What follows belongs to an exercise in optimizing a design on an open flow for small area; a production flow would make more cautious choices.
Only simulation tests tie the RTL to the original design; equivalence was not proved.
Power is estimated from default activity; no workload was simulated.

$ cat flow/standard.sh
#!/bin/bash
# synth_recipe.tcl (not shown) runs the flow's synth.tcl, then flattens the netlist and writes it again
# the make line also repeats each setting of config.mk as NAME=value (left out here)
make -C /OpenROAD-flow-scripts/flow DESIGN_CONFIG=/design/flow/config.mk WORK_HOME=/design/flow/orfs CLKGATE_MAP_FILE= SYNTH_SCRIPT=/design/flow/synth_recipe.tcl "${@:-finish}"
$ cat flow/flow/area.abc
strash
dc2
&get -n
&dch -f
&nf -a -R 1000
&put
$ cat flow/flow/run.sh
#!/bin/bash
# The standard layout (standard.sh), with three changes:
#  - synthesis maps the logic with an area-oriented ABC script (synth.tcl,
#    area.abc); flip-flops are mapped as in the standard synthesis;
#  - port buffers are buf_1;
#  - the clock tree uses small clock buffers and no dummy loads.
# Each make step's full log stays under orfs/logs/; the make output as a
# whole goes to make.log here.
set -euo pipefail
here=$(pwd)
# The platform's don't-use cells, and very large cells that timing repair
# would otherwise pick for the one high-fanout net (given on the make command
# line, since ORFS re-runs make for each step without the environment's
# additions to this list).
dont_use="sky130_fd_sc_hd__probe_p_8 sky130_fd_sc_hd__probec_p_8 sky130_fd_sc_hd__lpflow_bleeder_1 sky130_fd_sc_hd__lpflow_clkbufkapwr_1 sky130_fd_sc_hd__lpflow_clkbufkapwr_16 sky130_fd_sc_hd__lpflow_clkbufkapwr_2 sky130_fd_sc_hd__lpflow_clkbufkapwr_4 sky130_fd_sc_hd__lpflow_clkbufkapwr_8 sky130_fd_sc_hd__lpflow_clkinvkapwr_1 sky130_fd_sc_hd__lpflow_clkinvkapwr_16 sky130_fd_sc_hd__lpflow_clkinvkapwr_2 sky130_fd_sc_hd__lpflow_clkinvkapwr_4 sky130_fd_sc_hd__lpflow_clkinvkapwr_8 sky130_fd_sc_hd__lpflow_decapkapwr_12 sky130_fd_sc_hd__lpflow_decapkapwr_3 sky130_fd_sc_hd__lpflow_decapkapwr_4 sky130_fd_sc_hd__lpflow_decapkapwr_6 sky130_fd_sc_hd__lpflow_decapkapwr_8 sky130_fd_sc_hd__lpflow_inputiso0n_1 sky130_fd_sc_hd__lpflow_inputiso0p_1 sky130_fd_sc_hd__lpflow_inputiso1n_1 sky130_fd_sc_hd__lpflow_inputiso1p_1 sky130_fd_sc_hd__lpflow_inputisolatch_1 sky130_fd_sc_hd__lpflow_isobufsrc_1 sky130_fd_sc_hd__lpflow_isobufsrc_16 sky130_fd_sc_hd__lpflow_isobufsrc_2 sky130_fd_sc_hd__lpflow_isobufsrc_4 sky130_fd_sc_hd__lpflow_isobufsrc_8 sky130_fd_sc_hd__lpflow_isobufsrckapwr_16 sky130_fd_sc_hd__lpflow_lsbuf_lh_hl_isowell_tap_1 sky130_fd_sc_hd__lpflow_lsbuf_lh_hl_isowell_tap_2 sky130_fd_sc_hd__lpflow_lsbuf_lh_hl_isowell_tap_4 sky130_fd_sc_hd__lpflow_lsbuf_lh_isowell_4 sky130_fd_sc_hd__lpflow_lsbuf_lh_isowell_tap_1 sky130_fd_sc_hd__lpflow_lsbuf_lh_isowell_tap_2 sky130_fd_sc_hd__lpflow_lsbuf_lh_isowell_tap_4 sky130_fd_sc_hd__buf_12 sky130_fd_sc_hd__buf_16 sky130_fd_sc_hd__buf_6 sky130_fd_sc_hd__buf_8 sky130_fd_sc_hd__bufbuf_16 sky130_fd_sc_hd__bufbuf_8 sky130_fd_sc_hd__bufinv_16 sky130_fd_sc_hd__bufinv_8 sky130_fd_sc_hd__clkbuf_16 sky130_fd_sc_hd__clkbuf_8 sky130_fd_sc_hd__clkinv_16 sky130_fd_sc_hd__clkinv_8 sky130_fd_sc_hd__ebufn_8 sky130_fd_sc_hd__einvn_8 sky130_fd_sc_hd__einvp_8 sky130_fd_sc_hd__inv_12 sky130_fd_sc_hd__inv_16 sky130_fd_sc_hd__inv_6 sky130_fd_sc_hd__inv_8 sky130_fd_sc_hd__mux2_8 sky130_fd_sc_hd__nand2_8 sky130_fd_sc_hd__nor2_8 sky130_fd_sc_hd__a22o_1 sky130_fd_sc_hd__a22o_2 sky130_fd_sc_hd__a22o_4 sky130_fd_sc_hd__o21ai_0 sky130_fd_sc_hd__a21boi_0 sky130_fd_sc_hd__and2_0 sky130_fd_sc_hd__o311ai_0 sky130_fd_sc_hd__or2_0"
export SYNTH_INSBUF=0
export AREA_ABC_SCRIPT=$here/flow/area.abc
export BUFFER_PORTS_ARGS="-buffer_cell sky130_fd_sc_hd__buf_1"
export CTS_ARGS="-sink_clustering_enable -repair_clock_nets -dont_use_dummy_load -buf_list {sky130_fd_sc_hd__clkbuf_8}"
bash standard.sh SYNTH_SCRIPT=$here/flow/synth.tcl SKIP_REPAIR_TIE_FANOUT=1 DONT_USE_CELLS="$dont_use" finish > make.log 2>&1
$ cat flow/design.v
`timescale 1ns/1ps
package prize_pkg;
	localparam int GRID_COLS = 10;
	localparam int GRID_ROWS = 7;
	function automatic logic [1:0] level_map(input int layer, input int lvl,
			input int row, input int col);
		logic [1:0] k;
		k = 2'd0;
		if (layer == 0 && lvl == 0) begin
			if (row == 1 && (col == 1 || col == 2 || col == 3)) k = 2'd1;
			if (row == 2 && col == 7) k = 2'd2;
			if (row == 4 && (col == 0 || col == 9)) k = 2'd1;
			if (row == 4 && col == 5) k = 2'd2;
			if (row == 6 && (col == 2 || col == 3)) k = 2'd1;
		end else if (layer == 0 && lvl == 1) begin
			if (row == 0 && col == 9) k = 2'd2;
			if (row == 1) k = 2'd1;
			if (row == 3 && (col == 4 || col == 5)) k = 2'd1;
			if (row == 5 && col == 0) k = 2'd2;
			if (row == 5 && col == 8) k = 2'd1;
		end else if (layer == 1 && lvl == 0) begin
			if (row == 3 && col == 2) k = 2'd1;
			if (row == 4 && col == 5) k = 2'd1;
		end else if (layer == 1 && lvl == 1) begin
			if (row == 2 && col == 6) k = 2'd1;
		end
		level_map = k;
	endfunction
endpackage
`timescale 1ns/1ps
`timescale 1ns/1ps
`timescale 1ns/1ps
`timescale 1ns/1ps
module prize_field (
	input  logic        clk,
	input  logic        resetN,
	input  logic [10:0] pixel_x,
	input  logic [10:0] pixel_y,
	input  logic [10:0] player_x,
	input  logic [10:0] player_y,
	input  logic        prize_hit,
	input  logic        block_hit,
	input  logic [3:0]  hit_edge,
	input  logic        level,
	input  logic        next_level,
	input  logic        player_alive,
	input  logic [9:0]  random_bits,
	output logic        draw,
	output logic [2:0]  prize_kind,
	output logic [10:0] tile_left,
	output logic [10:0] tile_top,
	output logic [1:0]  color_variant
);
	logic rl, nrl, lv, ld0, ld1;
	assign rl  = !resetN || next_level || !player_alive;
	assign nrl = !rl;
	assign lv  = resetN && level;
	assign ld0 = rl && !lv;
	assign ld1 = rl && lv;
	logic lvq;
	always_ff @(posedge clk) lvq <= rl ? lv : lvq;
	logic [9:0] q_col;
	logic [6:0] q_row;
	logic       q_hi;
	logic [6:0] take_row;
	logic [6:0] bump_row;
	always_comb begin
		for (int c = 0; c < 10; c++) q_col[c] = (player_x[9:6] == 4'(c));
		for (int r = 0; r < 7; r++) q_row[r] = (player_y[8:6] == 3'(r));
	end
	assign q_hi = !player_x[10] && (player_y[10:9] == 2'b00);
	assign take_row = {7{prize_hit && nrl && q_hi}} & q_row;
	assign bump_row = {7{block_hit && (hit_edge == 4'b0100) && !prize_hit && nrl && q_hi}} & q_row;
	logic take0_row2;
	assign take0_row2 = take_row[2] && !lvq;
	logic take0_row4;
	assign take0_row4 = take_row[4] && !lvq;
	logic take0_row6;
	assign take0_row6 = take_row[6] && !lvq;
	logic take1_row1;
	assign take1_row1 = take_row[1] && lvq;
	logic l1_0_0;
	always_ff @(posedge clk) l1_0_0 <= (l1_0_0 && nrl) || (bump_row[0] && q_col[0]);
	logic l1_0_1;
	always_ff @(posedge clk) l1_0_1 <= (l1_0_1 && nrl) || (bump_row[0] && q_col[1]);
	logic l1_0_2;
	always_ff @(posedge clk) l1_0_2 <= (l1_0_2 && nrl) || (bump_row[0] && q_col[2]);
	logic l1_0_3;
	always_ff @(posedge clk) l1_0_3 <= (l1_0_3 && nrl) || (bump_row[0] && q_col[3]);
	logic l1_0_4;
	always_ff @(posedge clk) l1_0_4 <= (l1_0_4 && nrl) || (bump_row[0] && q_col[4]);
	logic l1_0_5;
	always_ff @(posedge clk) l1_0_5 <= (l1_0_5 && nrl) || (bump_row[0] && q_col[5]);
	logic l1_0_6;
	always_ff @(posedge clk) l1_0_6 <= (l1_0_6 && nrl) || (bump_row[0] && q_col[6]);
	logic l1_0_7;
	always_ff @(posedge clk) l1_0_7 <= (l1_0_7 && nrl) || (bump_row[0] && q_col[7]);
	logic l1_0_8;
	always_ff @(posedge clk) l1_0_8 <= (l1_0_8 && nrl) || (bump_row[0] && q_col[8]);
	logic l1_0_9;
	always_ff @(posedge clk) l1_0_9 <= (l1_0_9 && nrl) || (bump_row[0] && q_col[9]);
	logic e0_0_9;
	always_ff @(posedge clk) e0_0_9 <= (e0_0_9 && nrl) || (take_row[0] && q_col[9]) || ld0;
	logic l1_1_0;
	always_ff @(posedge clk) l1_1_0 <= (l1_1_0 && nrl) || (bump_row[1] && q_col[0]);
	logic l1_1_1;
	always_ff @(posedge clk) l1_1_1 <= (l1_1_1 && nrl) || (bump_row[1] && q_col[1]);
	logic e0_1_1;
	always_ff @(posedge clk) e0_1_1 <= (e0_1_1 && nrl) || (take_row[1] && q_col[1]);
	logic l1_1_2;
	always_ff @(posedge clk) l1_1_2 <= (l1_1_2 && nrl) || (bump_row[1] && q_col[2]);
	logic e0_1_2;
	always_ff @(posedge clk) e0_1_2 <= (e0_1_2 && nrl) || (take_row[1] && q_col[2]);
	logic l1_1_3;
	always_ff @(posedge clk) l1_1_3 <= (l1_1_3 && nrl) || (bump_row[1] && q_col[3]);
	logic e0_1_3;
	always_ff @(posedge clk) e0_1_3 <= (e0_1_3 && nrl) || (take_row[1] && q_col[3]);
	logic l1_1_4;
	always_ff @(posedge clk) l1_1_4 <= (l1_1_4 && nrl) || (bump_row[1] && q_col[4]);
	logic l1_1_5;
	always_ff @(posedge clk) l1_1_5 <= (l1_1_5 && nrl) || (bump_row[1] && q_col[5]);
	logic l1_1_6;
	always_ff @(posedge clk) l1_1_6 <= (l1_1_6 && nrl) || (bump_row[1] && q_col[6]);
	logic l1_1_7;
	always_ff @(posedge clk) l1_1_7 <= (l1_1_7 && nrl) || (bump_row[1] && q_col[7]);
	logic l1_1_8;
	always_ff @(posedge clk) l1_1_8 <= (l1_1_8 && nrl) || (bump_row[1] && q_col[8]);
	logic e0_1_8;
	always_ff @(posedge clk) e0_1_8 <= (e0_1_8 && nrl) || (take_row[1] && q_col[8]) || ld0;
	logic l1_1_9;
	always_ff @(posedge clk) l1_1_9 <= (l1_1_9 && nrl) || (bump_row[1] && q_col[9]);
	logic l1_2_0;
	always_ff @(posedge clk) l1_2_0 <= (l1_2_0 && nrl) || (bump_row[2] && q_col[0]);
	logic l1_2_1;
	always_ff @(posedge clk) l1_2_1 <= (l1_2_1 && nrl) || (bump_row[2] && q_col[1]);
	logic l1_2_2;
	always_ff @(posedge clk) l1_2_2 <= (l1_2_2 && nrl) || (bump_row[2] && q_col[2]);
	logic l1_2_3;
	always_ff @(posedge clk) l1_2_3 <= (l1_2_3 && nrl) || (bump_row[2] && q_col[3]);
	logic l1_2_4;
	always_ff @(posedge clk) l1_2_4 <= (l1_2_4 && nrl) || (bump_row[2] && q_col[4]);
	logic l1_2_5;
	always_ff @(posedge clk) l1_2_5 <= (l1_2_5 && nrl) || (bump_row[2] && q_col[5]);
	logic l1_2_6;
	always_ff @(posedge clk) l1_2_6 <= (l1_2_6 && nrl) || (bump_row[2] && q_col[6]) || ld1;
	logic l1_2_7;
	always_ff @(posedge clk) l1_2_7 <= (l1_2_7 && nrl) || (bump_row[2] && q_col[7]);
	logic e0_2_7;
	always_ff @(posedge clk) e0_2_7 <= (e0_2_7 && nrl) || (q_col[7] && (take0_row2 || take1_row1));
	logic l1_2_8;
	always_ff @(posedge clk) l1_2_8 <= (l1_2_8 && nrl) || (bump_row[2] && q_col[8]);
	logic l1_2_9;
	always_ff @(posedge clk) l1_2_9 <= (l1_2_9 && nrl) || (bump_row[2] && q_col[9]);
	logic l1_3_0;
	always_ff @(posedge clk) l1_3_0 <= (l1_3_0 && nrl) || (bump_row[3] && q_col[0]);
	logic l1_3_1;
	always_ff @(posedge clk) l1_3_1 <= (l1_3_1 && nrl) || (bump_row[3] && q_col[1]);
	logic l1_3_2;
	always_ff @(posedge clk) l1_3_2 <= (l1_3_2 && nrl) || (bump_row[3] && q_col[2]) || ld0;
	logic l1_3_3;
	always_ff @(posedge clk) l1_3_3 <= (l1_3_3 && nrl) || (bump_row[3] && q_col[3]);
	logic l1_3_4;
	always_ff @(posedge clk) l1_3_4 <= (l1_3_4 && nrl) || (bump_row[3] && q_col[4]);
	logic e0_3_4;
	always_ff @(posedge clk) e0_3_4 <= (e0_3_4 && nrl) || (take_row[3] && q_col[4]) || ld0;
	logic l1_3_5;
	always_ff @(posedge clk) l1_3_5 <= (l1_3_5 && nrl) || (bump_row[3] && q_col[5]);
	logic e0_3_5;
	always_ff @(posedge clk) e0_3_5 <= (e0_3_5 && nrl) || (take_row[3] && q_col[5]) || ld0;
	logic l1_3_6;
	always_ff @(posedge clk) l1_3_6 <= (l1_3_6 && nrl) || (bump_row[3] && q_col[6]);
	logic l1_3_7;
	always_ff @(posedge clk) l1_3_7 <= (l1_3_7 && nrl) || (bump_row[3] && q_col[7]);
	logic l1_3_8;
	always_ff @(posedge clk) l1_3_8 <= (l1_3_8 && nrl) || (bump_row[3] && q_col[8]);
	logic l1_3_9;
	always_ff @(posedge clk) l1_3_9 <= (l1_3_9 && nrl) || (bump_row[3] && q_col[9]);
	logic l1_4_0;
	always_ff @(posedge clk) l1_4_0 <= (l1_4_0 && nrl) || (bump_row[4] && q_col[0]);
	logic e0_4_0;
	always_ff @(posedge clk) e0_4_0 <= (e0_4_0 && nrl) || (q_col[0] && (take0_row4 || take1_row1));
	logic l1_4_1;
	always_ff @(posedge clk) l1_4_1 <= (l1_4_1 && nrl) || (bump_row[4] && q_col[1]);
	logic l1_4_2;
	always_ff @(posedge clk) l1_4_2 <= (l1_4_2 && nrl) || (bump_row[4] && q_col[2]);
	logic l1_4_3;
	always_ff @(posedge clk) l1_4_3 <= (l1_4_3 && nrl) || (bump_row[4] && q_col[3]);
	logic l1_4_4;
	always_ff @(posedge clk) l1_4_4 <= (l1_4_4 && nrl) || (bump_row[4] && q_col[4]);
	logic l1_4_5;
	always_ff @(posedge clk) l1_4_5 <= (l1_4_5 && nrl) || (bump_row[4] && q_col[5]) || ld0;
	logic e0_4_5;
	always_ff @(posedge clk) e0_4_5 <= (e0_4_5 && nrl) || (q_col[5] && (take0_row4 || take1_row1));
	logic l1_4_6;
	always_ff @(posedge clk) l1_4_6 <= (l1_4_6 && nrl) || (bump_row[4] && q_col[6]);
	logic l1_4_7;
	always_ff @(posedge clk) l1_4_7 <= (l1_4_7 && nrl) || (bump_row[4] && q_col[7]);
	logic l1_4_8;
	always_ff @(posedge clk) l1_4_8 <= (l1_4_8 && nrl) || (bump_row[4] && q_col[8]);
	logic l1_4_9;
	always_ff @(posedge clk) l1_4_9 <= (l1_4_9 && nrl) || (bump_row[4] && q_col[9]);
	logic e0_4_9;
	always_ff @(posedge clk) e0_4_9 <= (e0_4_9 && nrl) || (q_col[9] && (take0_row4 || take1_row1));
	logic l1_5_0;
	always_ff @(posedge clk) l1_5_0 <= (l1_5_0 && nrl) || (bump_row[5] && q_col[0]);
	logic e0_5_0;
	always_ff @(posedge clk) e0_5_0 <= (e0_5_0 && nrl) || (take_row[5] && q_col[0]) || ld0;
	logic l1_5_1;
	always_ff @(posedge clk) l1_5_1 <= (l1_5_1 && nrl) || (bump_row[5] && q_col[1]);
	logic l1_5_2;
	always_ff @(posedge clk) l1_5_2 <= (l1_5_2 && nrl) || (bump_row[5] && q_col[2]);
	logic l1_5_3;
	always_ff @(posedge clk) l1_5_3 <= (l1_5_3 && nrl) || (bump_row[5] && q_col[3]);
	logic l1_5_4;
	always_ff @(posedge clk) l1_5_4 <= (l1_5_4 && nrl) || (bump_row[5] && q_col[4]);
	logic l1_5_5;
	always_ff @(posedge clk) l1_5_5 <= (l1_5_5 && nrl) || (bump_row[5] && q_col[5]);
	logic l1_5_6;
	always_ff @(posedge clk) l1_5_6 <= (l1_5_6 && nrl) || (bump_row[5] && q_col[6]);
	logic l1_5_7;
	always_ff @(posedge clk) l1_5_7 <= (l1_5_7 && nrl) || (bump_row[5] && q_col[7]);
	logic l1_5_8;
	always_ff @(posedge clk) l1_5_8 <= (l1_5_8 && nrl) || (bump_row[5] && q_col[8]);
	logic e0_5_8;
	always_ff @(posedge clk) e0_5_8 <= (e0_5_8 && nrl) || (take_row[5] && q_col[8]) || ld0;
	logic l1_5_9;
	always_ff @(posedge clk) l1_5_9 <= (l1_5_9 && nrl) || (bump_row[5] && q_col[9]);
	logic l1_6_0;
	always_ff @(posedge clk) l1_6_0 <= (l1_6_0 && nrl) || (bump_row[6] && q_col[0]);
	logic l1_6_1;
	always_ff @(posedge clk) l1_6_1 <= (l1_6_1 && nrl) || (bump_row[6] && q_col[1]);
	logic l1_6_2;
	always_ff @(posedge clk) l1_6_2 <= (l1_6_2 && nrl) || (bump_row[6] && q_col[2]);
	logic e0_6_2;
	always_ff @(posedge clk) e0_6_2 <= (e0_6_2 && nrl) || (take0_row6 && q_col[2]) || (take1_row1 && q_col[4]);
	logic l1_6_3;
	always_ff @(posedge clk) l1_6_3 <= (l1_6_3 && nrl) || (bump_row[6] && q_col[3]);
	logic e0_6_3;
	always_ff @(posedge clk) e0_6_3 <= (e0_6_3 && nrl) || (take0_row6 && q_col[3]) || (take1_row1 && q_col[6]);
	logic l1_6_4;
	always_ff @(posedge clk) l1_6_4 <= (l1_6_4 && nrl) || (bump_row[6] && q_col[4]);
	logic l1_6_5;
	always_ff @(posedge clk) l1_6_5 <= (l1_6_5 && nrl) || (bump_row[6] && q_col[5]);
	logic l1_6_6;
	always_ff @(posedge clk) l1_6_6 <= (l1_6_6 && nrl) || (bump_row[6] && q_col[6]);
	logic l1_6_7;
	always_ff @(posedge clk) l1_6_7 <= (l1_6_7 && nrl) || (bump_row[6] && q_col[7]);
	logic l1_6_8;
	always_ff @(posedge clk) l1_6_8 <= (l1_6_8 && nrl) || (bump_row[6] && q_col[8]);
	logic l1_6_9;
	always_ff @(posedge clk) l1_6_9 <= (l1_6_9 && nrl) || (bump_row[6] && q_col[9]);
	logic [69:0] t_l1;
	logic [69:0] t_l0;
	assign t_l1[0] = l1_0_0;
	assign t_l0[0] = 1'b0;
	assign t_l1[1] = l1_0_1;
	assign t_l0[1] = 1'b0;
	assign t_l1[2] = l1_0_2;
	assign t_l0[2] = 1'b0;
	assign t_l1[3] = l1_0_3;
	assign t_l0[3] = 1'b0;
	assign t_l1[4] = l1_0_4;
	assign t_l0[4] = 1'b0;
	assign t_l1[5] = l1_0_5;
	assign t_l0[5] = 1'b0;
	assign t_l1[6] = l1_0_6;
	assign t_l0[6] = 1'b0;
	assign t_l1[7] = l1_0_7;
	assign t_l0[7] = 1'b0;
	assign t_l1[8] = l1_0_8;
	assign t_l0[8] = 1'b0;
	assign t_l1[9] = l1_0_9;
	assign t_l0[9] = !e0_0_9;
	assign t_l1[10] = l1_1_0;
	assign t_l0[10] = (!e0_4_0 && lvq);
	assign t_l1[11] = l1_1_1;
	assign t_l0[11] = !e0_1_1;
	assign t_l1[12] = l1_1_2;
	assign t_l0[12] = !e0_1_2;
	assign t_l1[13] = l1_1_3;
	assign t_l0[13] = !e0_1_3;
	assign t_l1[14] = l1_1_4;
	assign t_l0[14] = (!e0_6_2 && lvq);
	assign t_l1[15] = l1_1_5;
	assign t_l0[15] = (!e0_4_5 && lvq);
	assign t_l1[16] = l1_1_6;
	assign t_l0[16] = (!e0_6_3 && lvq);
	assign t_l1[17] = l1_1_7;
	assign t_l0[17] = (!e0_2_7 && lvq);
	assign t_l1[18] = l1_1_8;
	assign t_l0[18] = !e0_1_8;
	assign t_l1[19] = l1_1_9;
	assign t_l0[19] = (!e0_4_9 && lvq);
	assign t_l1[20] = l1_2_0;
	assign t_l0[20] = 1'b0;
	assign t_l1[21] = l1_2_1;
	assign t_l0[21] = 1'b0;
	assign t_l1[22] = l1_2_2;
	assign t_l0[22] = 1'b0;
	assign t_l1[23] = l1_2_3;
	assign t_l0[23] = 1'b0;
	assign t_l1[24] = l1_2_4;
	assign t_l0[24] = 1'b0;
	assign t_l1[25] = l1_2_5;
	assign t_l0[25] = 1'b0;
	assign t_l1[26] = l1_2_6;
	assign t_l0[26] = 1'b0;
	assign t_l1[27] = l1_2_7;
	assign t_l0[27] = (!e0_2_7 && !lvq);
	assign t_l1[28] = l1_2_8;
	assign t_l0[28] = 1'b0;
	assign t_l1[29] = l1_2_9;
	assign t_l0[29] = 1'b0;
	assign t_l1[30] = l1_3_0;
	assign t_l0[30] = 1'b0;
	assign t_l1[31] = l1_3_1;
	assign t_l0[31] = 1'b0;
	assign t_l1[32] = l1_3_2;
	assign t_l0[32] = 1'b0;
	assign t_l1[33] = l1_3_3;
	assign t_l0[33] = 1'b0;
	assign t_l1[34] = l1_3_4;
	assign t_l0[34] = !e0_3_4;
	assign t_l1[35] = l1_3_5;
	assign t_l0[35] = !e0_3_5;
	assign t_l1[36] = l1_3_6;
	assign t_l0[36] = 1'b0;
	assign t_l1[37] = l1_3_7;
	assign t_l0[37] = 1'b0;
	assign t_l1[38] = l1_3_8;
	assign t_l0[38] = 1'b0;
	assign t_l1[39] = l1_3_9;
	assign t_l0[39] = 1'b0;
	assign t_l1[40] = l1_4_0;
	assign t_l0[40] = (!e0_4_0 && !lvq);
	assign t_l1[41] = l1_4_1;
	assign t_l0[41] = 1'b0;
	assign t_l1[42] = l1_4_2;
	assign t_l0[42] = 1'b0;
	assign t_l1[43] = l1_4_3;
	assign t_l0[43] = 1'b0;
	assign t_l1[44] = l1_4_4;
	assign t_l0[44] = 1'b0;
	assign t_l1[45] = l1_4_5;
	assign t_l0[45] = (!e0_4_5 && !lvq);
	assign t_l1[46] = l1_4_6;
	assign t_l0[46] = 1'b0;
	assign t_l1[47] = l1_4_7;
	assign t_l0[47] = 1'b0;
	assign t_l1[48] = l1_4_8;
	assign t_l0[48] = 1'b0;
	assign t_l1[49] = l1_4_9;
	assign t_l0[49] = (!e0_4_9 && !lvq);
	assign t_l1[50] = l1_5_0;
	assign t_l0[50] = !e0_5_0;
	assign t_l1[51] = l1_5_1;
	assign t_l0[51] = 1'b0;
	assign t_l1[52] = l1_5_2;
	assign t_l0[52] = 1'b0;
	assign t_l1[53] = l1_5_3;
	assign t_l0[53] = 1'b0;
	assign t_l1[54] = l1_5_4;
	assign t_l0[54] = 1'b0;
	assign t_l1[55] = l1_5_5;
	assign t_l0[55] = 1'b0;
	assign t_l1[56] = l1_5_6;
	assign t_l0[56] = 1'b0;
	assign t_l1[57] = l1_5_7;
	assign t_l0[57] = 1'b0;
	assign t_l1[58] = l1_5_8;
	assign t_l0[58] = !e0_5_8;
	assign t_l1[59] = l1_5_9;
	assign t_l0[59] = 1'b0;
	assign t_l1[60] = l1_6_0;
	assign t_l0[60] = 1'b0;
	assign t_l1[61] = l1_6_1;
	assign t_l0[61] = 1'b0;
	assign t_l1[62] = l1_6_2;
	assign t_l0[62] = (!e0_6_2 && !lvq);
	assign t_l1[63] = l1_6_3;
	assign t_l0[63] = (!e0_6_3 && !lvq);
	assign t_l1[64] = l1_6_4;
	assign t_l0[64] = 1'b0;
	assign t_l1[65] = l1_6_5;
	assign t_l0[65] = 1'b0;
	assign t_l1[66] = l1_6_6;
	assign t_l0[66] = 1'b0;
	assign t_l1[67] = l1_6_7;
	assign t_l0[67] = 1'b0;
	assign t_l1[68] = l1_6_8;
	assign t_l0[68] = 1'b0;
	assign t_l1[69] = l1_6_9;
	assign t_l0[69] = 1'b0;
	logic [9:0] p_col;
	logic [6:0] p_row;
	logic [7:0] row_any;
	logic       a_any;
	logic       a_gem_d;
	logic       p_hi;
	assign p_hi = !pixel_x[10] && (pixel_y[10:9] == 2'b00);
	always_comb begin
		for (int c = 0; c < 10; c++) p_col[c] = (pixel_x[9:6] == 4'(c));
		for (int r = 0; r < 7; r++) p_row[r] = (pixel_y[8:6] == 3'(r));
		for (int r = 0; r < 7; r++) row_any[r] = |(t_l1[r*10 +: 10] & p_col) || |(t_l0[r*10 +: 10] & p_col);
		row_any[7] = 1'b0;
	end
	assign a_any = p_hi && row_any[pixel_y[8:6]];
	assign a_gem_d = p_hi && ((p_row[0] && p_col[9] && !e0_0_9) || (p_row[2] && p_col[7] && (!e0_2_7 && !lvq)) || (p_row[4] && p_col[5] && (!e0_4_5 && !lvq)) || (p_row[5] && p_col[0] && !e0_5_0));
	logic [3:0] pc;
	logic [2:0] pr;
	logic [3:0] a_col, b_col, c_col;
	logic [2:0] a_row, b_row, c_row;
	logic       a_gem, b_gem, c_gem;
	logic [1:0] c_cv;
	assign pc = pixel_x[9:6];
	assign pr = pixel_y[8:6];
	always_ff @(posedge clk) begin
		a_col <= {pc[3] | !a_any, pc[2], pc[1] | !a_any, pc[0]};
		a_row <= pr;
		a_gem <= a_gem_d;
		b_col <= a_col;
		b_row <= a_row;
		b_gem <= a_gem;
		c_col <= b_col;
		c_row <= b_row;
		c_gem <= b_gem;
		c_cv  <= {random_bits[b_row], b_col[3] ? random_bits[{3'b100, b_col[0]}] : random_bits[b_col[2:0]]};
	end
	assign draw          = !(c_col[3] && (c_col[2] || c_col[1]));
	assign prize_kind    = {1'b0, c_gem, draw && !c_gem};
	assign tile_left     = {1'b0, c_col, 6'd0};
	assign tile_top      = {2'b00, c_row, 6'd0};
	assign color_variant = c_cv;
endmodule
$ cat flow/flow/synth.tcl
# synth_recipe.tcl (the standard synthesis) with one change: ABC maps the
# logic for area with an area-recovering script, and only with the
# smallest drive strength of each cell (placement and timing repair
# resize where needed). Flip-flops are mapped before ABC runs, as before.
proc synth {args} { yosys synth -nofsm -noshare {*}$args }
proc abc {args} {
  set out {}
  set skip 0
  foreach a $args {
    if {$skip} { set skip 0; continue }
    if {$a eq "-script"} {
      set skip 1
      continue
    }
    lappend out $a
  }
  foreach p {_2 _3 _4 _6 _8 _12 _16} { lappend out -dont_use "*$p" }
  yosys abc -script $::env(AREA_ABC_SCRIPT) {*}$out
}
source $::env(SCRIPTS_DIR)/synth.tcl
# left out here: clear keep_hierarchy, flatten, clean up, hide names made inside functions, write 1_2_yosys.v
$ cat flow/constraint.sdc
create_clock -name core_clock -period 5.0 [get_ports {clk}]
set_input_delay 1.0000 -clock core_clock [delete_from_list [all_inputs] [get_ports {clk}]]
set_output_delay 1.0000 -clock core_clock [all_outputs]
set_load 0.01 [all_outputs]
$ cat flow/config.mk
export PLATFORM = sky130hd
export DESIGN_NAME = prize_field
export DESIGN_NICKNAME = prize_field
export VERILOG_FILES = /design/flow/design.v
export SDC_FILE = /design/flow/constraint.sdc
export NUM_CORES = 4
export LEC_CHECK = 0
export CAP_MARGIN = 10
export CORE_MARGIN = 2
export CORE_UTILIZATION = 55
export GPL_TIMING_DRIVEN = 0
export SLEW_MARGIN = 10
==> summary.md, run 1 <==
| Metric | Value |
|---|---|
| Status | finished clean |
| Clock group share of total power | 29.3% |
| Initial core utilization | 56.68% |
| Iteration-0 DRC Markers | 368 |
| WS Path Type | primary input to register |
| Gr usage total | 28.54% |
| Cts bufs inserted | 9 |
| Top cell type's share of synthesized area | 54.35% |
| Int Power | 1.104 mW |
| Sequential power share | 63.3% |
| Crit path DAT | 4.11 ns |
| Max IR drop VDD | 186.5 µV |
| DRC violations left | 0 |
| Finished Layout Cells | 622 |
| #FFs+latches synth | around 110 |
| Placed inst area | 0.004457 mm² |
| Clock Skew | 0.02234 ns |
| N_diodes | 0 |
| Period utilization | 76.71% |
| Multi-input gate area | 0.001829 mm² |
| Top post-synthesis cells by area | dfxtp_1, o21ai_1, nand2_1 |
| Most frequent cells in the layout | dfxtp_1, o21ai_1, nand2_1 |
| Switch share | 23.81% |
| GP Congestion | 0.8872 |
| Comb pwr share | ~7.4% |
| Gr ovfl total | 0 |
| Cell Count Post-Placement | 613 |
| Crit path launch type | primary input |
| Final instance area | 0.004597 mm² |
| Core area | a little over 0.007 mm² |
| WP data required | 5.27 ns |
| Synthesized area per cell | ~9 µm² |
| Final wirelength | 11,340 µm |
| H-tree depth | 3 |
| Die Ht | 90.22 µm |
| Site row count | 31 |
| DR pass1 iterations | 5 |
| Ratio of cells with drive above 1 in the final layout | 3.824% |
| Layout area overhead | 12.42% |
| Max Fanout on Critical Path | 22 |
| Fillers | 679 |
| Worst slew pin tran | 0.9321 ns |
| Yosys top cell by area | dfxtp_1 |
| Power density cells | 315.3 mW/mm² |
| Ports | 93 |
| Synth Instances | 459 |
| Routed WL per cell | 18.22 µm |
| NumNets Final | about 600 |
| Initial antenna violation count | 0 |
| Vias | 3,758 |
| Die Footprint | 0.008140 mm² |
| Most common cell after layout, fill and taps aside | dfxtp_1 |
| Hpwl dp | 7715 µm |
| Vias in the first global route | 3,363 |
| Syn_nets | 524 |
| Netlist cell types | 37 |
| Post_cts resized | 0 |
| Routed Antenna Nets | 0 |
| Slew headroom | between 30% and 40% |
| Root Driver | clkbuf_8 |
| Setup repair after global routing missed its margin | false |
| Post-synthesis cell area | 0.004089 mm² |
| Port Buffer Count | 52 |
| Lkg Pwr | ~1.5 nW |
| First-pass GRT wire length | 17,830 µm |
| Endpoints failing setup | 0 |
| CTS tree | yes |
| Yosys warnings | 1 |
| Total Power | 1.449 mW |
| Post-layout minimum cycle time | 3.836 ns |
| HP Class | register to register |
| CTS Sinks | 112 |
| Smallest hold slack | 0.3212 ns |
| Sequential fraction of the synthesis area | between 50% and 60% |
| Net Sw Power | 0.3451 mW |
| Max-Cap Viols | 0 |
| Storage cell area | between 0.002 and 0.0025 mm² |
| Post-CTS Setup Repair Bufs | 0 |
| Vias per cell | 6.042 |
| Max Fclk | 0.2607 GHz |
| Cts hold-fix bufs | 0 |
| Die span in x | 90.22 µm |
| Clock latency (worst-skew pair) | around 0.38 ns |
| Largest net degree at the start of global routing | 34 |
| Final hold vios | 0 |
| Endpoint class of the critical path | register |
| Maximum buffer depth of the clock tree | 2 |
| Worst-path clk slew | 0.09 ns |
| Max-slew violations | 0 |
## worst max-delay path: stages
cell and delay (ns):
buf_1 0.08, nand2_1 0.08, nor2_4 0.41, clkinv_1 0.44, nor4_1 0.53, nor4b_2 0.66, nand4b_1 0.59, o21ai_1 0.32
## final cells by class
class | count | area share [%]
Clock buffer | 9 | 2.695
Inverter | 14 | 1.143
Multi-Input combinational cell | 333 | 39.79
Sequential cell | 112 | 48.99
Tap cell | 99 | 2.695
Timing Repair Buffer | 55 | 4.682
## cell families (layout without fill, tap and decap cells)
family                 Yosys count  after routing  synth area share, %
other                            1              1              0.09171
multiplexers                     5              5                2.418
AO/OA/AOI/OAI                  156            156                22.12
buffers and inverters           14             78                1.285
AND/OR/NAND/NOR                171            171                19.00
flip-flops                     112            112                55.08
## sequential cells by signal (all words and copies together) (netlist names), 2 cells and up
signal and cells:
a_col 4, a_row 3, b_col 4, b_row 3, c_col 4, c_cv 2, c_row 3
## power groups by stage
stage,logic (mW),clock network (mW),registers [mW]
after floorplan,0.0554,0,0.938
after global placement,0.100,0,0.938
after detailed placement,0.104,0,0.939
after CTS,0.105,0.433,0.918
after global routing,0.117,0.466,0.920
final,0.108,0.424,0.918
## layer usage
layer	wire [µm]	track usage (%)	vias up
li1	-	-	1791
met1	5078	39.97	1762
met2	5032	44.80	184
met3	1010	5.700	21
met4	214	8.846	0
met5	0	0	-
## synth_stat cells
| cell type | instances |
|---|---|
| a2111oi_0 | 1 |
| a211o_1 | 2 |
| a21o_1 | 1 |
| a21oi_1 | 18 |
| a221oi_1 | 3 |
| a222oi_1 | 6 |
| a22oi_1 | 17 |
| a31oi_1 | 1 |
| and2_1 | 1 |
| and3_1 | 1 |
| clkinv_1 | 14 |
| conb_1 | 1 |
| dfxtp_1 | 111 |
| edfxtp_1 | 1 |
| mux2i_1 | 2 |
| mux4_1 | 3 |
| nand2_1 | 94 |
| nand2b_1 | 5 |
| nand3_1 | 9 |
| nand3b_1 | 1 |
| nand4_1 | 6 |
| nand4b_1 | 3 |
| nor2_1 | 21 |
| nor2b_1 | 8 |
| nor3_1 | 10 |
| nor3b_1 | 3 |
| nor4_1 | 4 |
| nor4b_1 | 1 |
| nor4bb_1 | 1 |
| o2111ai_1 | 1 |
| o21ai_1 | 95 |
| o21bai_1 | 1 |
| o22a_1 | 1 |
| o22ai_1 | 7 |
| o31ai_1 | 1 |
| o41ai_1 | 1 |
| or3_1 | 3 |
## final timing paths
path | cells after the start | startpoint | slack [ns] | endpoint
worst min register to register | 0 | a_row[2] | 0.32 | b_row[2]
worst max-delay path | 8 | resetN | 1.16 | l1_6_3
worst max register to register | 8 | lvq | 3.18 | a_col[1]
worst min-delay path | 0 | a_row[2] | 0.32 | b_row[2]
## through the flow
stage / utilization (%) / TNS, ns / setup WS (ns)
2_1_floorplan: - / 0 / 0.7725
3_3_place_gp: 61.20 / -46.49 / -0.7753
3_5_place_dp: 61.78 / 0 / 0.4107
4_1_cts: 63.49 / 0 / 0.7931
5_1_grt: 63.72 / 0 / 0.8806
6_report: 63.72 / 0 / 1.164
==> run 2: changes to the inputs <==
==> flow/flow/run.sh (replaced) <==
#!/bin/bash
# The standard layout (standard.sh), with three changes:
#  - synthesis maps the logic with an area-oriented ABC script (synth.tcl,
#    area.abc); flip-flops are mapped as in the standard synthesis;
#  - port buffers are buf_1;
#  - the clock tree uses small clock buffers and no dummy loads.
# Each make step's full log stays under orfs/logs/; the make output as a
# whole goes to make.log here.
set -euo pipefail
here=$(pwd)
# The platform's don't-use cells, and very large cells that timing repair
# would otherwise pick for the one high-fanout net (given on the make command
# line, since ORFS re-runs make for each step without the environment's
# additions to this list).
dont_use="sky130_fd_sc_hd__probe_p_8 sky130_fd_sc_hd__probec_p_8 sky130_fd_sc_hd__lpflow_bleeder_1 sky130_fd_sc_hd__lpflow_clkbufkapwr_1 sky130_fd_sc_hd__lpflow_clkbufkapwr_16 sky130_fd_sc_hd__lpflow_clkbufkapwr_2 sky130_fd_sc_hd__lpflow_clkbufkapwr_4 sky130_fd_sc_hd__lpflow_clkbufkapwr_8 sky130_fd_sc_hd__lpflow_clkinvkapwr_1 sky130_fd_sc_hd__lpflow_clkinvkapwr_16 sky130_fd_sc_hd__lpflow_clkinvkapwr_2 sky130_fd_sc_hd__lpflow_clkinvkapwr_4 sky130_fd_sc_hd__lpflow_clkinvkapwr_8 sky130_fd_sc_hd__lpflow_decapkapwr_12 sky130_fd_sc_hd__lpflow_decapkapwr_3 sky130_fd_sc_hd__lpflow_decapkapwr_4 sky130_fd_sc_hd__lpflow_decapkapwr_6 sky130_fd_sc_hd__lpflow_decapkapwr_8 sky130_fd_sc_hd__lpflow_inputiso0n_1 sky130_fd_sc_hd__lpflow_inputiso0p_1 sky130_fd_sc_hd__lpflow_inputiso1n_1 sky130_fd_sc_hd__lpflow_inputiso1p_1 sky130_fd_sc_hd__lpflow_inputisolatch_1 sky130_fd_sc_hd__lpflow_isobufsrc_1 sky130_fd_sc_hd__lpflow_isobufsrc_16 sky130_fd_sc_hd__lpflow_isobufsrc_2 sky130_fd_sc_hd__lpflow_isobufsrc_4 sky130_fd_sc_hd__lpflow_isobufsrc_8 sky130_fd_sc_hd__lpflow_isobufsrckapwr_16 sky130_fd_sc_hd__lpflow_lsbuf_lh_hl_isowell_tap_1 sky130_fd_sc_hd__lpflow_lsbuf_lh_hl_isowell_tap_2 sky130_fd_sc_hd__lpflow_lsbuf_lh_hl_isowell_tap_4 sky130_fd_sc_hd__lpflow_lsbuf_lh_isowell_4 sky130_fd_sc_hd__lpflow_lsbuf_lh_isowell_tap_1 sky130_fd_sc_hd__lpflow_lsbuf_lh_isowell_tap_2 sky130_fd_sc_hd__lpflow_lsbuf_lh_isowell_tap_4 sky130_fd_sc_hd__buf_12 sky130_fd_sc_hd__buf_16 sky130_fd_sc_hd__buf_6 sky130_fd_sc_hd__buf_8 sky130_fd_sc_hd__bufbuf_16 sky130_fd_sc_hd__bufbuf_8 sky130_fd_sc_hd__bufinv_16 sky130_fd_sc_hd__bufinv_8 sky130_fd_sc_hd__clkbuf_16 sky130_fd_sc_hd__clkbuf_8 sky130_fd_sc_hd__clkinv_16 sky130_fd_sc_hd__clkinv_8 sky130_fd_sc_hd__ebufn_8 sky130_fd_sc_hd__einvn_8 sky130_fd_sc_hd__einvp_8 sky130_fd_sc_hd__inv_12 sky130_fd_sc_hd__inv_16 sky130_fd_sc_hd__inv_6 sky130_fd_sc_hd__inv_8 sky130_fd_sc_hd__mux2_8 sky130_fd_sc_hd__nand2_8 sky130_fd_sc_hd__nor2_8 sky130_fd_sc_hd__a22o_1 sky130_fd_sc_hd__a22o_2 sky130_fd_sc_hd__a22o_4 sky130_fd_sc_hd__nor3_1 sky130_fd_sc_hd__nor3_2 sky130_fd_sc_hd__nor3_4 sky130_fd_sc_hd__nor4_1 sky130_fd_sc_hd__nor4_2 sky130_fd_sc_hd__nor4_4"
export SYNTH_INSBUF=0
export AREA_ABC_SCRIPT=$here/flow/area.abc
export BUFFER_PORTS_ARGS="-buffer_cell sky130_fd_sc_hd__buf_1"
export CTS_ARGS="-sink_clustering_enable -repair_clock_nets -dont_use_dummy_load -buf_list {sky130_fd_sc_hd__clkbuf_8}"
bash standard.sh SYNTH_SCRIPT=$here/flow/synth.tcl SKIP_REPAIR_TIE_FANOUT=1 DONT_USE_CELLS="$dont_use" finish > make.log 2>&1
==> run 2 against run 1 <==
Effect of this change:
- non-clock buffer count decreased by 1
- critical path type unchanged
- area after synthesis rose by 0.37%
- critical path depth unchanged
- worst hold slack lost 0.0028 ns
- critical endpoint is now l1_6_6
==> summary.md, run 2 <==
| Metric | Value |
|---|---|
| Status | finished clean |
| Die Ht | 90.38 µm (+0.18%) |
| Sequential fraction of the synthesis area | 54.88% (-0.20 points) |
| Setup repair after global routing missed its margin | false |
| DRC violations left | 0 (unchanged) |
| Worst flop-to-flop path endpoint | a_col[3] |
| Vias | 3,706 (-1.4%) |
| Fillers | 695 (+2.4%) |
| Clock Skew | 0.02057 ns (-0.001763 ns) |
| Smallest hold slack | 0.3184 ns (-0.002801 ns) |
| Die span in x | 90.38 µm (+0.18%) |
| Hold depth | 0 (unchanged) |
| Hpwl dp | 7879 µm (+2.1%) |
| Top cell type's share of synthesized area | 54.15% (-0.20 points) |
| WS Path Type | primary input to register |
| Netlist cell types | 39 (+5.4%) |
| Synth Instances | 458 (-0.22%) |
| Biggest regs | a_col: 4 flops, b_col: 4 flops, c_col: 4 flops |
| Top post-synthesis cells by area | dfxtp_1, o21ai_0, nand2_1 |
| Final wirelength | 11,420 µm (+0.73%) |
| Yosys warnings | 1 (unchanged) |
| Post_cts resized | 0 (unchanged) |
| Gr usage total | 28.63% (+0.087 points) |
| Max IR drop VDD | 130.1 µV (-30%) |
| R2r worst-path depth | 9 (+1) |
| Lkg Pwr | 1.497 nW (+2.3%) |
| Finished Layout Cells | 620 (-0.32%) |
| Largest net degree at the start of global routing | 41 (+21%) |
| H-tree depth | 3 (unchanged) |
| Initial core utilization | 56.58% (-0.096 points) |
| Initial antenna violation count | 0 (unchanged) |
| Maximum buffer depth of the clock tree | 2 (unchanged) |
| Post-CTS Setup Repair Bufs | 0 (unchanged) |
| DR pass1 iterations | 6 (+1) |
| Cts hold-fix bufs | 0 (unchanged) |
| Final instance area | 0.004579 mm² (-0.38%) |
| Max-slew violations | 0 (unchanged) |
| CTS tree | yes |
| #FFs+latches synth | 112 (unchanged) |
| CTS Sinks | 112 (unchanged) |
| Power density cells | 315.3 mW/mm² (about the same) |
| Max-Cap Viols | 0 (unchanged) |
| Post-layout minimum cycle time | 3.728 ns (-0.1077 ns) |
| N_diodes | 0 (unchanged) |
| Ratio of cells with drive above 1 in the final layout | 2.687% (-1.1 points) |
| Worst slew pin tran | 1.045 ns (+0.1128 ns) |
| Worst-path clk slew | 0.09 ns (about the same) |
| Port Buffer Count | 52 (unchanged) |
| Gr ovfl total | 0 (unchanged) |
| Reg2Reg Setup Slack | 2.99 ns (-0.19 ns) |
| Number of synthesized flops with an enable pin | 1 (unchanged) |
| Layout area overhead | 11.59% |
| Setup WS post-layout | 1.272 ns (+0.1077 ns) |
| Post-synthesis cell area | 0.004104 mm² (+0.37%) |
| Max Fclk | 0.2682 GHz (+2.9%) |
| First-pass GRT wire length | 17,840 µm (about the same) |
| Period utilization | 74.56% (-2.2 points) |
| Worst Setup SP | resetN |
| Crit path DAT | 4.00 ns (-0.11 ns) |
| Final hold vios | 0 (unchanged) |
| WP data required | 5.27 ns (about the same) |
| Site row count | 31 (unchanged) |
| R2R Path Start | lvq |
| Ports | 93 (unchanged) |
| Cell with the most instances after synthesis | dfxtp_1 |
| Root Driver | clkbuf_8 |
| Synthesized area per cell | 8.961 µm² (+0.59%) |
| Max Fanout on Critical Path | 40 (+82%) |
| Most common cell after layout, fill and taps aside | dfxtp_1 |
| Slew headroom | 29.36% (-8.2 points) |
| Die Footprint | 0.008169 mm² (+0.35%) |
| Routed WL per cell | 18.42 µm (+1.1%) |
| Most frequent cells in the layout | dfxtp_1, nand2_1, o21ai_0 |
| Core area | 0.007253 mm² (+0.54%) |
| Cts bufs inserted | 9 (unchanged) |
| Cell Count Post-Placement | 611 (-0.33%) |
| Iteration-0 DRC Markers | 358 (-2.7%) |
| Synth Flop Type | dfxtp_1 |
| HP Class | register to register |
| Setup TNS | 0 ns (unchanged) |
| CP endpoint | l1_6_6 |
| Endpoints failing setup | 0 (unchanged) |
| DP Worst Slack | 0.7447 ns (+0.3340 ns) |
| Clock latency (worst-skew pair) | 0.36 ns (-0.02 ns) |
| Routed Antenna Nets | 0 (unchanged) |
| NumNets Final | 588 (-0.34%) |
| Vias per cell | 5.977 (-1.1%) |
| GP Congestion | 0.8608 (-3.0%) |
| FFs w/ async S/R, synth | 0% (unchanged) |
| Placed inst area | 0.004451 mm² (-0.14%) |
| Endpoint class of the critical path | register |
| Syn_nets | 523 (-0.19%) |
| Vias in the first global route | 3,362 (-0.030%) |
| Crit path launch type | primary input |
| Yosys top cell by area | dfxtp_1 |
| Synth top cells by count | dfxtp_1, nand2_1, o21ai_0, nor2_1, a21oi_1 |
[run 2: cell types whose count changed in the layout (fill, tap and decap cells not counted), sizes merged, moves of 4 or more]
cell,before,now
nor4,4,0
or2,0,5
nor3,10,0
a22oi,17,13
nand2,94,100
[run 2: metal layers]
metal | up-vias | wire length, µm | track usage (%)
met5 | - | 0 | 0
met2 | 189 | 5437 | 47.56
met3 | 13 | 964 | 6.427
li1 | 1780 | - | -
met1 | 1724 | 4851 | 37.09
met4 | 0 | 165 | 9.615
[run 2: worst min-delay path by stage]
stage | to | from | slack [ns]
floorplan | b_col[0] | a_col[0] | 0.31
global placement | c_gem | b_gem | 0.31
detailed placement | b_row[2] | a_row[2] | 0.31
CTS | b_gem | a_gem | 0.31
global route | b_gem | a_gem | 0.31
finish | b_gem | a_gem | 0.32
[run 2: where the power goes]
group,internal [mW],switching [mW],total [mW]
Clock,0.163,0.260,0.423
Combinational,0.0325,0.0705,0.103
Sequential,0.909,0.00903,0.918
Total,1.10,0.340,1.44
[run 2: critical path, stage by stage]
cell	delay, ns
buf_1	0.08
nand2_1	0.08
nor2_4	0.23
buf_4	0.41
nor4b_1	0.44
nor4b_1	0.90
nand4b_1	0.54
o21ai_0	0.30
[run 2: logic make-up (layout without fill, tap and decap cells)]
family	count (synthesis)	count (layout)	synth area share, %
AOI/OAI and AO/OA	153	153	21.77
buffers and inverters	11	74	1.006
DFF	112	112	54.88
muxes	5	5	2.409
other	1	1	0.09138
and+or+nand+nor	176	176	19.85
[run 2: cell type report]
| cell class | count | area, µm² | share of cell area, % |
|---|---|---|---|
| flip-flops and latches | 112 | 2252 | 49.18 |
| repair buffers | 54 | 210.2 | 4.590 |
| clock buffers | 9 | 123.9 | 2.705 |
| inverters | 11 | 41.29 | 0.9016 |
| well taps | 99 | 123.9 | 2.705 |
| multi-input cells | 335 | 1828 | 39.92 |
[run 2: metrics by stage]
stage | util, % | power, mW
after floorplan | - | 0.9924
after detailed placement | 61.36 | 1.039
final | 63.14 | 1.444
after global placement | 61.01 | 1.037
after CTS | 63.07 | 1.448
after global routing | 63.14 | 1.498
==> run 3: changes to the inputs <==
--- a/flow/design.v
+++ b/flow/design.v
@@ -405,5 +405,5 @@
 		row_any[7] = 1'b0;
 	end
-	assign a_any = p_hi && row_any[pixel_y[8:6]];
+	assign a_any = p_hi && |(row_any[6:0] & p_row);
 	assign a_gem_d = p_hi && ((p_row[0] && p_col[9] && !e0_0_9) || (p_row[2] && p_col[7] && (!e0_2_7 && !lvq)) || (p_row[4] && p_col[5] && (!e0_4_5 && !lvq)) || (p_row[5] && p_col[0] && !e0_5_0));
 	logic [3:0] pc;
@@ -425,5 +425,6 @@
 		c_row <= b_row;
 		c_gem <= b_gem;
-		c_cv  <= {random_bits[b_row], b_col[3] ? random_bits[{3'b100, b_col[0]}] : random_bits[b_col[2:0]]};
+		c_cv  <= {(b_row[2] && b_row[1]) ? random_bits[6] : random_bits[b_row],
+			b_col[3] ? random_bits[{3'b100, b_col[0]}] : random_bits[b_col[2:0]]};
 	end
 	assign draw          = !(c_col[3] && (c_col[2] || c_col[1]));
==> run 3 against run 2 <==
Effect of this change:
- fmax increased by 3.5%
- first-iteration DRC count is 17% lower
- total power fell by 0.61%
==> summary.md, run 3 <==
| Metric | Value |
|---|---|
| Vias in the first global route | 3,217 (-4.3%) |
| Net Sw Power | 0.3346 mW (-1.5%) |
| GP Congestion | 0.8237 (-4.3%) |
| Synth top cells by count | dfxtp_1, nand2_1, o21ai_0, nor2_1, a222oi_1 |
| Finished Layout Cells | 606 (-2.3%) |
| Die span in x | 90.07 µm (-0.35%) |
| Crit path DAT | 3.88 ns (-0.12 ns) |
| Cell Count Post-Placement | 596 (-2.5%) |
| Switch share | 23.32% (-0.20 points) |
| Worst-path clk slew | 0.10 ns (about the same) |
| Netlist cell types | 38 (-2.6%) |
| Sequential fraction of the synthesis area | 55.28% (+0.40 points) |
| Cell with the most instances after synthesis | dfxtp_1 |
| Final hold vios | 0 (unchanged) |
| Iteration-0 DRC Markers | 298 (-17%) |
| Max Fanout on Critical Path | 35 (-13%) |
| Reg2Reg Setup Slack | 2.87 ns (-0.12 ns) |
| Int Power | 1.100 mW (-0.35%) |
| DRC violations left | 0 (unchanged) |
| CTS Sinks | 112 (unchanged) |
| Slew headroom | 37.15% (+7.8 points) |
| Worst slew pin tran | 0.9393 ns (-0.1056 ns) |
| Core area | 0.007214 mm² (-0.53%) |
| Initial core utilization | 56.47% (-0.11 points) |
| Endpoints failing setup | 0 (unchanged) |
| Ports | 93 (unchanged) |
| Status | finished clean |
| Clock Skew | 0.01972 ns (-0.0008559 ns) |
| DR pass1 iterations | 5 (-1) |
| WP data required | 5.27 ns (about the same) |
| Ratio of cells with drive above 1 in the final layout | 2.959% (+0.27 points) |
| Die Ht | 90.07 µm (-0.35%) |
| Most common cell after layout, fill and taps aside | dfxtp_1 |
| Syn_nets | 508 (-2.9%) |
| Routed WL per cell | 17.84 µm (-3.1%) |
| H-tree depth | 3 (unchanged) |
| Port Buffer Count | 52 (unchanged) |
| Site row count | 31 (unchanged) |
| Max-slew violations | 0 (unchanged) |
| Max Fclk | 0.2776 GHz (+3.5%) |
| Clock group share of total power | 29.6% (+0.3 points) |
| Biggest regs | a_col: 4 flops, b_col: 4 flops, c_col: 4 flops |
| Clock latency (worst-skew pair) | 0.37 ns (about the same) |
| Post_cts resized | 0 (unchanged) |
| Smallest hold slack | 0.3293 ns (+0.01094 ns) |
| Die Footprint | 0.008112 mm² (-0.70%) |
| WS Path Type | primary input to register |
| FFs w/ async S/R, synth | 0% (unchanged) |
| Max IR drop VDD | 180.8 µV (+39%) |
| Synth Instances | 443 (-3.3%) |
| Power density cells | 315.0 mW/mm² (about the same) |
| Number of synthesized flops with an enable pin | 1 (unchanged) |
| Setup WS post-layout | 1.397 ns (+0.1254 ns) |
| Vias | 3,587 (-3.2%) |
| Final wirelength | 10,810 µm (-5.3%) |
| Storage cell area | 0.002252 mm² (unchanged) |
| Fillers | 677 (-2.6%) |
| Synth Flop Type | dfxtp_1 |
| Hpwl dp | 7466 µm (-5.2%) |
| Sequential power share | 63.8% (+0.2 points) |
| First-pass GRT wire length | 17,240 µm (-3.4%) |
| Routed Antenna Nets | 0 (unchanged) |
| Top post-synthesis cells by area | dfxtp_1, o21ai_0, nand2_1 |
| Cts bufs inserted | 9 (unchanged) |
| Multi-input gate area | 0.001792 mm² (-2.0%) |
| Cts hold-fix bufs | 0 (unchanged) |
| Maximum buffer depth of the clock tree | 2 (unchanged) |
| Placed inst area | 0.004420 mm² (-0.67%) |
| N_diodes | 0 (unchanged) |
| Util after Layout | 63.15% (about the same) |
| Layout area overhead | 11.82% |
| Final instance area | 0.004556 mm² (-0.52%) |
| Lkg Pwr | 1.515 nW (+1.2%) |
| Post-CTS Setup Repair Bufs | 0 (unchanged) |
| Gr ovfl total | 0 (unchanged) |
| CTS tree | yes |
| NumNets Final | 574 (-2.4%) |
| Largest net degree at the start of global routing | 36 (-12%) |
| Initial antenna violation count | 0 (unchanged) |
| Yosys top cell by area | dfxtp_1 |
| Yosys warnings | 1 (unchanged) |
| Setup repair after global routing missed its margin | false |
| Post-synthesis cell area | 0.004074 mm² (-0.73%) |
| Most frequent cells in the layout | dfxtp_1, nand2_1, o21ai_0 |
| Post-layout minimum cycle time | 3.603 ns (-0.1254 ns) |
| #FFs+latches synth | 112 (unchanged) |
| Vias per cell | 5.919 (-0.97%) |
| Endpoint class of the critical path | register |
| Period utilization | 72.05% (-2.5 points) |
| HP Class | register to register |
| Max-Cap Viols | 0 (unchanged) |
| Crit path launch type | primary input |
| Top cell type's share of synthesized area | 54.55% (+0.40 points) |
| DP Worst Slack | 0.4754 ns (-0.2693 ns) |
| Synthesized area per cell | 9.196 µm² (+2.6%) |
| Comb pwr share | 6.6% (-0.5 points) |
| Root Driver | clkbuf_8 |
| Gr usage total | 27.17% (-1.5 points) |
-- run 3: final timing paths --
kind | start | endpoint | cells after the start
worst min register to register | a_row[2] | b_row[2] | 0
worst min-delay path | a_row[2] | b_row[2] | 0
worst max register to register | lvq | a_col[1] | 8
worst max-delay path | resetN | l1_6_8 | 8
-- run 3: cell type report --
| type | instances | area share (%) |
|---|---|---|
| clock buffers | 9 | 2.719 |
| inverters | 13 | 1.071 |
| multi-input cells | 318 | 39.33 |
| well taps | 99 | 2.719 |
| repair buffers | 55 | 4.724 |
| flip-flops and latches | 112 | 49.44 |
-- run 3: kinds of logic after synthesis --
logic type	synth area share [%]
AND/OR/NAND/NOR	19.78
AO/OA/AOI/OAI	20.95
flip-flops	55.28
buffers and inverters	1.198
multiplexers	2.703
other	0.09205
-- run 3: worst max-delay path, stage by stage --
cell      delay, ns
buf_1          0.08
nand2_1        0.08
nor2_4         0.43
buf_4          0.43
nor4b_1        0.39
nor4b_2        0.65
nand4b_1       0.50
o21ai_0        0.29
-- run 3: power by group through the flow --
stage | combinational (mW) | clock (mW) | sequential [mW]
floorplan | 0.0493 | 0 | 0.937
global placement | 0.0902 | 0 | 0.937
detailed placement | 0.0930 | 0 | 0.937
CTS | 0.0933 | 0.432 | 0.916
global route | 0.103 | 0.462 | 0.918
finish | 0.0947 | 0.424 | 0.916
-- run 3: stage by stage --
stage / TNS [ns] / total power [mW]
after detailed placement: 0 / 1.030
after global routing: 0 / 1.483
after global placement: -44.81 / 1.027
after CTS: 0 / 1.442
final: 0 / 1.435
after floorplan: 0 / 0.9861
-- run 3: layer usage --
layer	up-vias	GRT usage [%]	part of all wire [%]
li1	1749	-	-
met1	1678	38.04	46
met2	145	43.92	46
met3	15	5.197	7.2
met4	0	6.282	1.4
met5	-	0	0
==> run 4: changes to the inputs <==
==> flow/flow/run.sh (replaced) <==
#!/bin/bash
# The standard layout (standard.sh), with these changes:
#  - synthesis maps the logic with an area-oriented ABC script (synth.tcl,
#    area.abc); flip-flops are mapped as in the standard synthesis;
#  - buffers that synthesis would put on outputs are left out
#    (SYNTH_INSBUF=0), and the one tie cell drives every constant output;
#  - port buffers are buf_1;
#  - the clock tree uses clkbuf_8 and no dummy loads.
# Each make step's full log stays under orfs/logs/; the make output as a
# whole goes to make.log here.
set -euo pipefail
here=$(pwd)
# The platform's don't-use cells; very large cells that timing repair
# would otherwise pick for the one high-fanout net; and a22o, nor3 and nor4,
# so that the map's decoders come out as NAND-style gates, which need less
# upsizing in the layout. Given on the make command line, since ORFS re-runs
# make for each step without the environment's additions to this list.
dont_use="sky130_fd_sc_hd__probe_p_8 sky130_fd_sc_hd__probec_p_8 sky130_fd_sc_hd__lpflow_bleeder_1 sky130_fd_sc_hd__lpflow_clkbufkapwr_1 sky130_fd_sc_hd__lpflow_clkbufkapwr_16 sky130_fd_sc_hd__lpflow_clkbufkapwr_2 sky130_fd_sc_hd__lpflow_clkbufkapwr_4 sky130_fd_sc_hd__lpflow_clkbufkapwr_8 sky130_fd_sc_hd__lpflow_clkinvkapwr_1 sky130_fd_sc_hd__lpflow_clkinvkapwr_16 sky130_fd_sc_hd__lpflow_clkinvkapwr_2 sky130_fd_sc_hd__lpflow_clkinvkapwr_4 sky130_fd_sc_hd__lpflow_clkinvkapwr_8 sky130_fd_sc_hd__lpflow_decapkapwr_12 sky130_fd_sc_hd__lpflow_decapkapwr_3 sky130_fd_sc_hd__lpflow_decapkapwr_4 sky130_fd_sc_hd__lpflow_decapkapwr_6 sky130_fd_sc_hd__lpflow_decapkapwr_8 sky130_fd_sc_hd__lpflow_inputiso0n_1 sky130_fd_sc_hd__lpflow_inputiso0p_1 sky130_fd_sc_hd__lpflow_inputiso1n_1 sky130_fd_sc_hd__lpflow_inputiso1p_1 sky130_fd_sc_hd__lpflow_inputisolatch_1 sky130_fd_sc_hd__lpflow_isobufsrc_1 sky130_fd_sc_hd__lpflow_isobufsrc_16 sky130_fd_sc_hd__lpflow_isobufsrc_2 sky130_fd_sc_hd__lpflow_isobufsrc_4 sky130_fd_sc_hd__lpflow_isobufsrc_8 sky130_fd_sc_hd__lpflow_isobufsrckapwr_16 sky130_fd_sc_hd__lpflow_lsbuf_lh_hl_isowell_tap_1 sky130_fd_sc_hd__lpflow_lsbuf_lh_hl_isowell_tap_2 sky130_fd_sc_hd__lpflow_lsbuf_lh_hl_isowell_tap_4 sky130_fd_sc_hd__lpflow_lsbuf_lh_isowell_4 sky130_fd_sc_hd__lpflow_lsbuf_lh_isowell_tap_1 sky130_fd_sc_hd__lpflow_lsbuf_lh_isowell_tap_2 sky130_fd_sc_hd__lpflow_lsbuf_lh_isowell_tap_4 sky130_fd_sc_hd__buf_12 sky130_fd_sc_hd__buf_16 sky130_fd_sc_hd__buf_6 sky130_fd_sc_hd__buf_8 sky130_fd_sc_hd__bufbuf_16 sky130_fd_sc_hd__bufbuf_8 sky130_fd_sc_hd__bufinv_16 sky130_fd_sc_hd__bufinv_8 sky130_fd_sc_hd__clkbuf_16 sky130_fd_sc_hd__clkbuf_8 sky130_fd_sc_hd__clkinv_16 sky130_fd_sc_hd__clkinv_8 sky130_fd_sc_hd__ebufn_8 sky130_fd_sc_hd__einvn_8 sky130_fd_sc_hd__einvp_8 sky130_fd_sc_hd__inv_12 sky130_fd_sc_hd__inv_16 sky130_fd_sc_hd__inv_6 sky130_fd_sc_hd__inv_8 sky130_fd_sc_hd__mux2_8 sky130_fd_sc_hd__nand2_8 sky130_fd_sc_hd__nor2_8 sky130_fd_sc_hd__a22o_1 sky130_fd_sc_hd__a22o_2 sky130_fd_sc_hd__a22o_4 sky130_fd_sc_hd__nor3_1 sky130_fd_sc_hd__nor3_2 sky130_fd_sc_hd__nor3_4 sky130_fd_sc_hd__nor4_1 sky130_fd_sc_hd__nor4_2 sky130_fd_sc_hd__nor4_4"
export SYNTH_INSBUF=0
export AREA_ABC_SCRIPT=$here/flow/area.abc
export BUFFER_PORTS_ARGS="-buffer_cell sky130_fd_sc_hd__buf_1"
export CTS_ARGS="-sink_clustering_enable -repair_clock_nets -dont_use_dummy_load -buf_list {sky130_fd_sc_hd__clkbuf_8}"
bash standard.sh SYNTH_SCRIPT=$here/flow/synth.tcl SKIP_REPAIR_TIE_FANOUT=1 DONT_USE_CELLS="$dont_use" finish > make.log 2>&1
--- a/flow/config.mk
+++ b/flow/config.mk
@@ -8,5 +8,5 @@
 export CAP_MARGIN = 10
 export CORE_MARGIN = 2
-export CORE_UTILIZATION = 55
+export CORE_UTILIZATION = 45
 export GPL_TIMING_DRIVEN = 0
 export SLEW_MARGIN = 10
==> run 4 against run 3 <==
Effect of this change:
- worst setup slack better by 0.23 ns
- via count increased by 1.1%
- cell count rose by 1.3%
- critical path depth grew 3
- worst hold slack improved by 0.0022 ns
- count of clock-buffer cells in the layout stayed put
- highest routed layer unchanged
- area after synthesis is the same
- sequential share of layout area shrank 0.12 points
- register-to-register slack better by 0.20 ns
- sequential power is essentially flat
- die area increased by 21%
==> summary.md, run 4 <==
| Metric | Value |
|---|---|
| Sequential fraction of the synthesis area | 55.28% (unchanged) |
| Max Fanout on Critical Path | 8 (-77%) |
| Final instance area | 0.004567 mm² (+0.25%) |
| Buf+Inv Stages, Crit Path | 1 (-1) |
| Synth Flop Type | dfxtp_1 |
| Biggest regs | a_col: 4 flops, b_col: 4 flops, c_col: 4 flops |
| Slowest-stage cell, CP | nor2_1 |
| Setup WS post-layout | 1.630 ns (+0.2326 ns) |
| Endpoint class of the critical path | register |
| N_diodes | 0 (unchanged) |
| DP Worst Slack | 0.8402 ns (+0.3648 ns) |
| Gr ovfl total | 0 (unchanged) |
| Slew headroom | 32.35% (-4.8 points) |
| Most common cell after layout, fill and taps aside | dfxtp_1 |
| Final wirelength | 11,250 µm (+4.1%) |
| Vias per cell | 5.909 (-0.17%) |
| CTS tree | yes |
| Yosys warnings | 1 (unchanged) |
| Util after Layout | 52.11% (-11 points) |
| Setup TNS | 0 ns (unchanged) |
| WP data required | 5.26 ns (about the same) |
| GP Congestion | 0.8541 (+3.7%) |
| #FFs+latches synth | 112 (unchanged) |
| Placed inst area | 0.004437 mm² (+0.37%) |
| Max-Cap Viols | 0 (unchanged) |
| Initial antenna violation count | 0 (unchanged) |
| Synthesized area per cell | 9.196 µm² (unchanged) |
| Smallest hold slack | 0.3315 ns (+0.002196 ns) |
| WS Path Type | primary input to register |
| Adder-cell share of the synthesized area | 0% (unchanged) |
| Fillers | 855 (+26%) |
| Iteration-0 DRC Markers | 275 (-7.7%) |
| Max-slew violations | 0 (unchanged) |
| Initial core utilization | 46.49% (-10 points) |
| Max IR drop VDD | 131.0 µV (-28%) |
| Most frequent cells in the layout | dfxtp_1, nand2_1, o21ai_0 |
| Synth top cells by count | dfxtp_1, nand2_1, o21ai_0, nor2_1, a222oi_1 |
| Crit path cell chain | buf_1 > or2_0 > nor2_1 > a222oi_1 > nand4_1 > a221oi_1 > or4_1 > o311ai_0 > a211oi_1 > a31oi_1 > nand2b_1 |
| Ports | 93 (unchanged) |
| Routed Antenna Nets | 0 (unchanged) |
| Core area | 0.008763 mm² (+21%) |
| Endpoints failing setup | 0 (unchanged) |
| Post-synthesis mux area share | 2.703% (unchanged) |
| Maximum buffer depth of the clock tree | 2 (unchanged) |
| Ratio of cells with drive above 1 in the final layout | 2.964% (+0.0058 points) |
| Setup repair after global routing missed its margin | false |
| Max Fclk | 0.2967 GHz (+6.9%) |
| Period utilization | 67.40% (-4.7 points) |
| Post-synthesis cell area | 0.004074 mm² (unchanged) |
| Vias in the first global route | 3,325 (+3.4%) |
| Root Driver | clkbuf_8 |
| Worst slew pin tran | 1.011 ns (+0.07176 ns) |
| Routed WL per cell | 18.33 µm (+2.7%) |
| Cell with the most instances after synthesis | dfxtp_1 |
| Site row count | 34 (+9.7%) |
| Netlist cell types | 38 (unchanged) |
| GRT busiest layer | met2 |
| Clock Skew | 0.03370 ns (+0.01398 ns) |
| Die Ht | 99.15 µm (+10%) |
| Post-Synth XOR/XNOR Area | 0% (unchanged) |
| Die Footprint | 0.009830 mm² (+21%) |
| Cts hold-fix bufs | 0 (unchanged) |
| FFs w/ async S/R, synth | 0% (unchanged) |
| Port Buffer Count | 52 (unchanged) |
| Vias | 3,628 (+1.1%) |
| Status | finished clean |
| Final hold vios | 0 (unchanged) |
| Clock latency (worst-skew pair) | 0.38 ns (about the same) |
| CTS Sinks | 112 (unchanged) |
| Total Power | 1.448 mW (+0.88%) |
| Critical Path Stages | 11 (+3) |
-- run 4: power breakdown --
group          leakage [nW]  internal, mW  switching [mW]  total (mW)
clock                0.0647         0.163           0.272       0.435
sequential            0.915         0.908         0.00871       0.917
combinational         0.533        0.0300          0.0659      0.0959
total                  1.51          1.10           0.347        1.45
-- run 4: layout make-up --
cell class                      count  area (µm²)  share of cell area [%]
Multi-Input combinational cell    318        1797                   39.34
Tap cell                          108       135.1                   2.959
Inverter                           13       48.80                   1.068
Timing Repair Buffer               54       210.2                   4.603
Sequential cell                   112        2252                   49.32
Clock buffer                        9       123.9                   2.712
-- run 4: cells by family (layout without fill, tap and decap cells) --
group,count (synthesis),in the layout
compound gates,140,140
simple gates,171,171
buf+inv,13,76
mux,6,6
flops,112,112
other cells,1,1
-- run 4: metal layers --
metal | vias to the layer above | part of all wire, %
met3 | 19 | 6.2
li1 | 1739 | -
met4 | 0 | 2.0
met5 | - | 0
met1 | 1718 | 47
met2 | 152 | 45
-- run 4: final timing paths --
path | start | to | slack (ns)
hold / removal | a_gem | b_gem | 0.33
setup / recovery | pixel_x[8] | a_col[1] | 1.63
hold reg to reg | a_gem | b_gem | 0.33
setup reg to reg | lvq | a_col[1] | 3.07

==> static timing again, ports no longer ideal <==
In the flow no input, the clock included, has a driving cell. The finished layouts below were timed again as built, in two steps.
Step 1, drivers: a clkbuf_16 drives clk and a buf_2 each remaining input, both assumed.
Step 2 moves the port delays by t, midway between the first and last clock arrival at a register: inputs arrive t later, outputs are due t later. That takes back most of the time a late clock gives input paths.
a / b / c = ideal / step 1 / step 2; a / b = the first two.
| run | shift t [ns] | setup WS [ns] | clock arrival spread, ns | worst slew at a driven data input, ns |
|---|---|---|---|---|
| run 1 | 0.399 | 1.164 / 1.174 / 0.775 | 0.022 / 0.022 | 0.05 |
| run 2 | 0.379 | 1.272 / 1.279 / 0.901 | 0.024 / 0.025 | 0.03 |
| run 3 | 0.389 | 1.397 / 1.406 / 1.017 | 0.021 / 0.021 | 0.04 |
| run 4 | 0.399 | 1.630 / 1.639 / 1.240 | 0.034 / 0.034 | 0.04 |
After both steps setup and hold are still met in every run listed. The setup slack of run 4, which loses most, moves by +0.009 ns with the drivers and by -0.390 ns with both steps.
